This is an optimization exercise on Yosys and OpenROAD, whose aim is small area and a short achievable clock period, not a production implementation. In this exercise RTL edits were held to simulation tests only and were not proved equivalent to the original. Power and IR drop assume default switching activity.

--- flow/config.mk ---
export PLATFORM = sky130hd
export DESIGN_NAME = osiris_id_ex
export DESIGN_NICKNAME = osiris_id_ex
export VERILOG_FILES = /design/flow/design.v
export SDC_FILE = /design/flow/constraint.sdc
export NUM_CORES = 4
export LEC_CHECK = 0
export CAP_MARGIN = 20
export CORE_MARGIN = 2
export CORE_UTILIZATION = 40
export SETUP_SLACK_MARGIN = 0.2
export SLEW_MARGIN = 20
--- flow/constraint.sdc ---
create_clock -name core_clock -period 8.5 [get_ports {i_clk}]
set_input_delay 1.7000 -clock core_clock [delete_from_list [all_inputs] [get_ports {i_clk}]]
set_output_delay 1.7000 -clock core_clock [all_outputs]
set_load 0.01 [all_outputs]
--- flow/design.v ---
package osiris_pkg;
    localparam int XLEN_DEF = 32;
    localparam logic [4:0] OPC_LOAD     = 5'b00000;
    localparam logic [4:0] OPC_MISC_MEM = 5'b00011;
    localparam logic [4:0] OPC_OP_IMM   = 5'b00100;
    localparam logic [4:0] OPC_AUIPC    = 5'b00101;
    localparam logic [4:0] OPC_STORE    = 5'b01000;
    localparam logic [4:0] OPC_OP       = 5'b01100;
    localparam logic [4:0] OPC_LUI      = 5'b01101;
    localparam logic [4:0] OPC_BRANCH   = 5'b11000;
    localparam logic [4:0] OPC_JALR     = 5'b11001;
    localparam logic [4:0] OPC_JAL      = 5'b11011;
endpackage
module if_id_reg (
    input  logic        i_clk,
    input  logic        i_rst_n,
    input  logic        i_flush,
    input  logic        i_valid,
    input  logic [31:2] i_instr,
    input  logic [31:0] i_pc,
    input  logic [31:0] i_rs1,
    input  logic [31:0] i_rs2,
    output logic        o_valid,
    output logic [31:2] o_instr,
    output logic [31:0] o_pc,
    output logic [31:0] o_rs1,
    output logic [31:0] o_rs2
);
    always_ff @(posedge i_clk or negedge i_rst_n) begin
        if (!i_rst_n) o_valid <= 1'b0;
        else          o_valid <= i_valid & ~i_flush;
    end
    always_ff @(posedge i_clk) begin
        o_instr <= i_instr;
        o_pc    <= i_pc;
        o_rs1   <= i_rs1;
        o_rs2   <= i_rs2;
    end
endmodule
module op_decoder (
    input  logic [4:0] i_op,
    output logic       o_load,
    output logic       o_store,
    output logic       o_op_imm,
    output logic       o_op,
    output logic       o_lui,
    output logic       o_auipc,
    output logic       o_branch,
    output logic       o_jal,
    output logic       o_jalr,
    output logic       o_fence
);
    assign o_load   = (i_op == osiris_pkg::OPC_LOAD);
    assign o_store  = (i_op == osiris_pkg::OPC_STORE);
    assign o_op_imm = (i_op == osiris_pkg::OPC_OP_IMM);
    assign o_op     = (i_op == osiris_pkg::OPC_OP);
    assign o_lui    = (i_op == osiris_pkg::OPC_LUI);
    assign o_auipc  = (i_op == osiris_pkg::OPC_AUIPC);
    assign o_branch = (i_op == osiris_pkg::OPC_BRANCH);
    assign o_jal    = (i_op == osiris_pkg::OPC_JAL);
    assign o_jalr   = (i_op == osiris_pkg::OPC_JALR);
    assign o_fence  = (i_op == osiris_pkg::OPC_MISC_MEM);
endmodule
module alu_decoder (
    input  logic       i_op,
    input  logic       i_op_imm,
    input  logic [2:0] i_funct_3,
    input  logic       i_funct_7_5,
    output logic [2:0] o_fn,
    output logic       o_sub
);
    assign o_fn  = (i_op | i_op_imm) ? i_funct_3 : 3'b000;
    assign o_sub = (i_op & i_funct_7_5 & (i_funct_3 == 3'b000)) |
                   ((i_op | i_op_imm) & (i_funct_3[2:1] == 2'b01));
endmodule
module control_unit (
    input  logic       i_go,
    input  logic       i_load,
    input  logic       i_store,
    input  logic       i_op_imm,
    input  logic       i_op,
    input  logic       i_lui,
    input  logic       i_auipc,
    input  logic       i_branch,
    input  logic       i_jal,
    input  logic       i_jalr,
    input  logic       i_fence,
    input  logic [2:0] i_funct_3,
    input  logic       i_eq,
    input  logic       i_lt,
    input  logic       i_ltu,
    output logic       o_reg_write,
    output logic       o_mem_write,
    output logic [1:0] o_result_src,
    output logic       o_fence,
    output logic       o_pc_src
);
    logic taken;
    assign taken = i_funct_3[2] ? ((i_funct_3[1] ? i_ltu : i_lt) ^ i_funct_3[0])
                                : (i_eq ^ (~i_funct_3[1] & i_funct_3[0]));
    assign o_reg_write  = i_go & (i_load | i_op_imm | i_op | i_lui | i_auipc | i_jal | i_jalr);
    assign o_mem_write  = i_go & i_store;
    assign o_result_src = {i_go & (i_jal | i_jalr), i_go & i_load};
    assign o_fence      = i_go & i_fence;
    assign o_pc_src     = i_go & (i_jal | i_jalr | (i_branch & taken));
endmodule
module imm_extend (
    input  logic [31:2] i_instr,
    input  logic        i_store,
    input  logic        i_branch,
    input  logic        i_upper,
    input  logic        i_jal,
    output logic [31:0] o_imm
);
    logic [31:0] imm_i, imm_s, imm_b, imm_u, imm_j;
    assign imm_i = {{20{i_instr[31]}}, i_instr[31:20]};
    assign imm_s = {{20{i_instr[31]}}, i_instr[31:25], i_instr[11:7]};
    assign imm_b = {{20{i_instr[31]}}, i_instr[7], i_instr[30:25], i_instr[11:8], 1'b0};
    assign imm_u = {i_instr[31:12], 12'b0};
    assign imm_j = {{12{i_instr[31]}}, i_instr[19:12], i_instr[20], i_instr[30:21], 1'b0};
    always_comb begin
        if (i_store)       o_imm = imm_s;
        else if (i_branch) o_imm = imm_b;
        else if (i_upper)  o_imm = imm_u;
        else if (i_jal)    o_imm = imm_j;
        else               o_imm = imm_i;
    end
endmodule
module id_ex_reg (
    input  logic        i_clk,
    input  logic        i_valid,
    input  logic        i_reg_write,
    input  logic        i_mem_write,
    input  logic [1:0]  i_result_src,
    input  logic        i_fence,
    input  logic        i_pc_src,
    input  logic [31:0] i_result,
    input  logic [31:0] i_pc_plus4,
    input  logic [31:0] i_store_data,
    input  logic [4:0]  i_rd,
    output logic        o_valid,
    output logic        o_reg_write,
    output logic        o_mem_write,
    output logic [1:0]  o_result_src,
    output logic        o_fence,
    output logic        o_pc_src,
    output logic [31:0] o_result,
    output logic [31:0] o_pc_plus4,
    output logic [31:0] o_store_data,
    output logic [4:0]  o_rd
);
    always_ff @(posedge i_clk) begin
        o_valid      <= i_valid;
        o_reg_write  <= i_reg_write;
        o_mem_write  <= i_mem_write;
        o_result_src <= i_result_src;
        o_fence      <= i_fence;
        o_pc_src     <= i_pc_src;
        o_result     <= i_result;
        o_pc_plus4   <= i_pc_plus4;
        o_store_data <= i_store_data;
        o_rd         <= i_rd;
    end
endmodule
module ex_stage (
    input  logic [31:0] i_a,
    input  logic [31:0] i_b,
    input  logic [2:0]  i_fn,
    input  logic        i_sub,
    input  logic        i_sra,
    input  logic        i_clr0,
    input  logic [31:0] i_rs1,
    input  logic [31:0] i_rs2,
    input  logic [31:0] i_pc,
    output logic [31:0] o_result,
    output logic [31:0] o_pc_plus4,
    output logic        o_eq,
    output logic        o_lt,
    output logic        o_ltu
);
    logic [32:0] sum;
    logic        lt_s, lt_u;
    logic        sll;
    logic [31:0] sh_in, sh_out, sh_res;
    logic [32:0] sh_ext;
    logic [31:0] a_rev, sh_rev;
    for (genvar i = 0; i < 32; i++) begin : g_rev
        assign a_rev[i]  = i_a[31-i];
        assign sh_rev[i] = sh_out[31-i];
    end
    assign sum  = {1'b0, i_a} + {1'b0, i_b ^ {32{i_sub}}} + {32'd0, i_sub};
    assign lt_u = ~sum[32];
    assign lt_s = (i_a[31] ^ i_b[31]) ? i_a[31] : sum[31];
    assign sll    = ~i_fn[2];
    assign sh_in  = sll ? a_rev : i_a;
    assign sh_ext = $signed({i_sra & ~sll & i_a[31], sh_in}) >>> i_b[4:0];
    assign sh_out = sh_ext[31:0];
    assign sh_res = sll ? sh_rev : sh_out;
    always_comb begin
        case (i_fn)
            3'b000:  o_result = {sum[31:1], sum[0] & ~i_clr0};
            3'b010:  o_result = {31'd0, lt_s};
            3'b011:  o_result = {31'd0, lt_u};
            3'b100:  o_result = i_a ^ i_b;
            3'b110:  o_result = i_a | i_b;
            3'b111:  o_result = i_a & i_b;
            default: o_result = sh_res;
        endcase
    end
    assign o_eq  = (i_rs1 == i_rs2);
    assign o_ltu = (i_rs1 < i_rs2);
    assign o_lt  = ($signed(i_rs1) < $signed(i_rs2));
    assign o_pc_plus4 = i_pc + 32'd4;
endmodule
module osiris_id_ex #(
    parameter int XLEN = osiris_pkg::XLEN_DEF
) (
    input  logic            i_clk,
    input  logic            i_rst_n,
    input  logic            i_valid,
    input  logic [31:0]     i_instr,
    input  logic [XLEN-1:0] i_pc,
    input  logic [XLEN-1:0] i_rs1_data,
    input  logic [XLEN-1:0] i_rs2_data,
    output logic            o_ex_valid,
    output logic [XLEN-1:0] o_ex_alu_result,
    output logic [XLEN-1:0] o_ex_pc_plus4,
    output logic [XLEN-1:0] o_ex_store_data,
    output logic [4:0]      o_ex_rd,
    output logic            o_ex_reg_write,
    output logic            o_ex_mem_write,
    output logic [1:0]      o_ex_result_src,
    output logic            o_ex_fence,
    output logic            o_pc_src,
    output logic [XLEN-1:0] o_pc_target
);
    logic        v_id;
    logic [31:2] instr_id;
    logic [31:0] pc_id, rs1_id, rs2_id;
    logic        pc_src_ex;
    if_id_reg u_if_id_reg (
        .i_clk   (i_clk),
        .i_rst_n (i_rst_n),
        .i_flush (pc_src_ex),
        .i_valid (i_valid),
        .i_instr (i_instr[31:2]),
        .i_pc    (i_pc),
        .i_rs1   (i_rs1_data),
        .i_rs2   (i_rs2_data),
        .o_valid (v_id),
        .o_instr (instr_id),
        .o_pc    (pc_id),
        .o_rs1   (rs1_id),
        .o_rs2   (rs2_id)
    );
    logic is_load, is_store, is_op_imm, is_op, is_lui, is_auipc;
    logic is_branch, is_jal, is_jalr, is_fence;
    op_decoder u_op_decoder (
        .i_op     (instr_id[6:2]),
        .o_load   (is_load),
        .o_store  (is_store),
        .o_op_imm (is_op_imm),
        .o_op     (is_op),
        .o_lui    (is_lui),
        .o_auipc  (is_auipc),
        .o_branch (is_branch),
        .o_jal    (is_jal),
        .o_jalr   (is_jalr),
        .o_fence  (is_fence)
    );
    logic [31:0] imm;
    imm_extend u_imm_extend (
        .i_instr  (instr_id),
        .i_store  (is_store),
        .i_branch (is_branch),
        .i_upper  (is_lui | is_auipc),
        .i_jal    (is_jal),
        .o_imm    (imm)
    );
    logic [2:0] fn;
    logic       sub;
    alu_decoder u_alu_decoder (
        .i_op        (is_op),
        .i_op_imm    (is_op_imm),
        .i_funct_3   (instr_id[14:12]),
        .i_funct_7_5 (instr_id[30]),
        .o_fn        (fn),
        .o_sub       (sub)
    );
    logic [31:0] src_a, src_b;
    assign src_a = (is_auipc | is_jal | is_branch) ? pc_id :
                   (is_lui ? 32'd0 : rs1_id);
    assign src_b = is_op ? rs2_id : imm;
    logic [31:0] result, pc_plus4;
    logic        eq, lt, ltu;
    ex_stage u_ex_stage (
        .i_a        (src_a),
        .i_b        (src_b),
        .i_fn       (fn),
        .i_sub      (sub),
        .i_sra      (instr_id[30]),
        .i_clr0     (is_jalr),
        .i_rs1      (rs1_id),
        .i_rs2      (rs2_id),
        .i_pc       (pc_id),
        .o_result   (result),
        .o_pc_plus4 (pc_plus4),
        .o_eq       (eq),
        .o_lt       (lt),
        .o_ltu      (ltu)
    );
    logic       go;
    logic       reg_write, mem_write, fence, pc_src;
    logic [1:0] result_src;
    assign go = v_id & ~pc_src_ex;
    control_unit u_control_unit (
        .i_go         (go),
        .i_load       (is_load),
        .i_store      (is_store),
        .i_op_imm     (is_op_imm),
        .i_op         (is_op),
        .i_lui        (is_lui),
        .i_auipc      (is_auipc),
        .i_branch     (is_branch),
        .i_jal        (is_jal),
        .i_jalr       (is_jalr),
        .i_fence      (is_fence),
        .i_funct_3    (instr_id[14:12]),
        .i_eq         (eq),
        .i_lt         (lt),
        .i_ltu        (ltu),
        .o_reg_write  (reg_write),
        .o_mem_write  (mem_write),
        .o_result_src (result_src),
        .o_fence      (fence),
        .o_pc_src     (pc_src)
    );
    logic [31:0] result_ex;
    id_ex_reg u_id_ex_reg (
        .i_clk        (i_clk),
        .i_valid      (go),
        .i_reg_write  (reg_write),
        .i_mem_write  (mem_write),
        .i_result_src (result_src),
        .i_fence      (fence),
        .i_pc_src     (pc_src),
        .i_result     (result),
        .i_pc_plus4   (pc_plus4),
        .i_store_data (rs2_id),
        .i_rd         (instr_id[11:7]),
        .o_valid      (o_ex_valid),
        .o_reg_write  (o_ex_reg_write),
        .o_mem_write  (o_ex_mem_write),
        .o_result_src (o_ex_result_src),
        .o_fence      (o_ex_fence),
        .o_pc_src     (pc_src_ex),
        .o_result     (result_ex),
        .o_pc_plus4   (o_ex_pc_plus4),
        .o_store_data (o_ex_store_data),
        .o_rd         (o_ex_rd)
    );
    assign o_pc_src        = pc_src_ex;
    assign o_ex_alu_result = result_ex;
    assign o_pc_target     = result_ex;
endmodule
--- flow/run.sh ---
#!/bin/bash
# synth_recipe.tcl (not shown) runs the flow's synth.tcl, then flattens the netlist and writes it again
# the make line also repeats each setting of config.mk as NAME=value (left out here)
make -C /OpenROAD-flow-scripts/flow DESIGN_CONFIG=/design/flow/config.mk WORK_HOME=/design/flow/orfs CLKGATE_MAP_FILE= SYNTH_SCRIPT=/design/flow/synth_recipe.tcl finish
==> results.toml <==
[logic_synthesis]
netlist_area_um2 = 14900
synth_xor_area_frac = 0.0525
ys_types = 99
synth_fp_nets = 2005
synth_simple_gate_area_share = 0.139
async_flop_share = 0.00426
synth-main-ff-cell = "dfxtp_1"
ys_seq_area_frac = 0.317
yosys_warnings = 4
synth_top_family_by_area = "compound AO/OA/AOI/OAI gates"
synth-seq-cells = 235
synth.mux.area_fraction = 0.0418
synth_fa_ha_area_frac = 0.110
syn_inst = 1744
synth-compound-area-share = 0.257
avgSynthCellArea_um2 = 8.52
synth-edff-count = 0

[power]
clockPowerShare = 0.282
netSwitchingPower_uw = 1210
peakVddDrop_uv = 180
p_leak_uw = 0.00775
internal_power_uw = 2370
sw_frac_of_total = 0.338
powerDensity_nw_per_um2 = 196
finalPower_uw = 3580
seqPwrFrac = 0.364
comb_power_share = 0.354

[floorplanning]
core_um2 = 36600
die_area_um2 = 38700
die_width_um = 197
start_util = 0.406
placementRows = 70
io_pins = 271
chipHeight_um = 197

[outcome]
status = "timing/DRC/antenna clean"

[hold_path]
min_path_type = "flip-flop to flip-flop"
whs_path_depth = 0

[critical_path]
path_cells = "nor4b_4 > buf_4 > and2_1 > buf_4 > a22o_4 > nor2_4 > clkinv_2 > o21a_1 > fa_1 > a21o_1 > a221oi_1 > nor3_1 > nor3b_1 > o21ai_0 > a21o_1 > a311o_1 > a2111oi_0 > nand3_1 > o2111ai_1"
worst_path_max_delay_cell = "dfxtp_1"
critPathArrivalTime_ps = 7250
crit_fanout = 49
required_ps = 8940
worstSetupPathType = "flip-flop to flip-flop"
start_kind = "flip-flop"
rr_worst_depth = 19
end_kind = "flip-flop"
critPathMaxStageDelay_ps = 750

[timing]
slew_headroom = 0.123
finalCriticalPeriod_ps = 6810
hold_viol = 0
worstMarginPinSlew_ps = 1310
finalSetupViolations = 0
fin_tns_setup_ps = 0
min_period_over_period = 0.801
rsz0062_at_grt = "no"
finalMaxSlewViolations = 0
fmax_ghz = 0.147
clock_skew_ps = 15.7

[global_routing]
grt_pass1_vias = 13600
grt_overflow = 0
antenna_found_initial = 1
track_usage = 0.302
grt_pass1_wl_mm = 87.4
grt_max_degree = 53

[cells_and_area]
diodes = 0
final_common_cell = "clkdlybuf4s50_1"
syn_to_final_growth_pct = 23.0
instances_no_fill = 2401
fin_util = 0.499
fin_nets = 2177
mostFrequentLayoutCells = "clkdlybuf4s50_1 (268), dfxtp_1 (233), a21oi_1 (151)"
drive_gt1_frac = 0.0673

[clocking]
clock_latency_ps = 530
cts_tree = "done"
cts_resized = 0
cts_made_buffers = 23
cts_root_buf = "clkbuf_16"
cts_setup_buffers = 0
clkTransAtPathRegs_ps = 60
cts_buffer_depth = 3
htree_levels = 1
cts_hold_buf = 0
cts_sinks = 235

[placed_design]
dp.final_hpwl_mm = 47.4
place_inst = 2359
place_congestion = 0.989
io_buffers = 268

[drt]
firstDrtPassIters = 5
routed_wl_mm = 59.7
via_per_inst = 5.96
wl_per_cell_um = 24.9
vias = 14300
dr.first_iter.drc_count = 1416
drcViolationCount = 0
postRouteAntennaNets = 0

[flow_run]
drv_cap = 0
metrics by stage:
step / hold WS (ps) / setup WS, ps / cell area (µm²)
after floorplan: 331 / 3540 / 14900
after global placement: 340 / 1930 / 17500
after detailed placement: 341 / 1830 / 17500
after CTS: 351 / 1820 / 18300
after global routing: 363 / 1430 / 18300
final: 350 / 1690 / 18300
state kept, by name, summed over array words and instances, names as in the netlist, 2 cells and up:
name	count
u_id_ex_reg.o_rd	5
u_if_id_reg.o_pc	32
u_id_ex_reg.o_result_src	2
u_id_ex_reg.o_store_data	32
u_if_id_reg.o_instr	30
u_id_ex_reg.o_result	32
u_id_ex_reg.o_pc_plus4	32
u_if_id_reg.o_rs1	32
u_if_id_reg.o_rs2	32
area by class of cell:
type	instances	area, µm²
inverters	119	448
fillers	3525	18300
repair buffers	289	2840
well taps	468	586
multi-input cells	1248	8940
clock buffers	31	636
clock inverters	11	124
flip-flops and latches	235	4710
cells by family after synthesis:
group	Yosys count
xor gates and xnor gates	89
adders and majority gates	130
buffers and inverters	261
DFF	235
AOI/OAI and AO/OA	554
muxes	56
and+or+nand+nor	419
metal layers:
layer / share of wire / up-vias / GRT usage
met4: 0.051 / 0 / 0.144
li1: - / 6645 / -
met1: 0.43 / 6763 / 0.406
met3: 0.090 / 131 / 0.0573
met5: 0 / - / 0
met2: 0.43 / 765 / 0.465
final timing paths:
check / startpoint / endpoint / slack [ps]
setup / recovery: u_if_id_reg.o_instr[3] / u_id_ex_reg.o_result[0] / 1690
hold / removal: u_if_id_reg.o_rs2[18] / u_id_ex_reg.o_store_data[18] / 350
setup reg to reg: u_if_id_reg.o_instr[3] / u_id_ex_reg.o_result[0] / 1690
hold reg to reg: u_if_id_reg.o_rs2[18] / u_id_ex_reg.o_store_data[18] / 350
max in group asynchronous: i_rst_n / u_if_id_reg.o_valid / 7090
min in group asynchronous: i_rst_n / u_if_id_reg.o_valid / 1310
Yosys cell counts (all sizes together) (48+ instances only):
| library cell | number | area [µm²] |
|---|---|---|
| ha | 129 | 1610 |
| nor2 | 131 | 523 |
| xnor2 | 56 | 490 |
| a22oi | 54 | 415 |
| a211oi | 48 | 375 |
| inv | 117 | 439 |
| nand2 | 105 | 394 |
| buf | 87 | 578 |
| dfxtp | 234 | 4680 |
| clkbuf | 55 | 206 |
| a21oi | 153 | 773 |
| nand3 | 48 | 240 |
| o21ai | 87 | 439 |
power by group through the flow:
stage,Clock (µW),Combinational [µW],Sequential (µW)
detailed placement,0,1240,1330
CTS,1030,1250,1300
global route,1080,1350,1320
global placement,0,1240,1320
finish,1010,1270,1300
floorplan,0,722,1320
critical path: cells and delay by family, from the launching register on:
family / cells / cell delay [ps]
AO/OA/AOI/OAI: 9 / 3150
AND/OR/NAND/NOR: 6 / 1410
buffers and inverters: 3 / 970
flip-flops: 1 / 750
adder cells (fa/ha/maj): 1 / 400

-- re-timing with driven ports --
The results above use ideal ports. As a check the final layout listed here was re-extracted and re-timed, cells and wires unchanged.
Step 1 assumes that a clkbuf_16 drives the clock port and a buf_2 every other input.
Step 2, shift: input delay + t, output delay - t, t = (earliest + latest rising clock arrival at the registers) / 2. This alone moves slack from input paths to output paths.
Slacks: ideal ports / drivers / drivers and shift; pairs: ideal ports / drivers.
t (ns): 0.577
slack for setup (ns): 1.695 / 1.695 / 1.695
worst setup path at the end: register to register
pins driven straight from the clock port: 1
After both steps setup and hold are still met in this run. For this run, drivers alone change the setup slack by 0.000 ns; drivers and shift together by 0.000 ns.
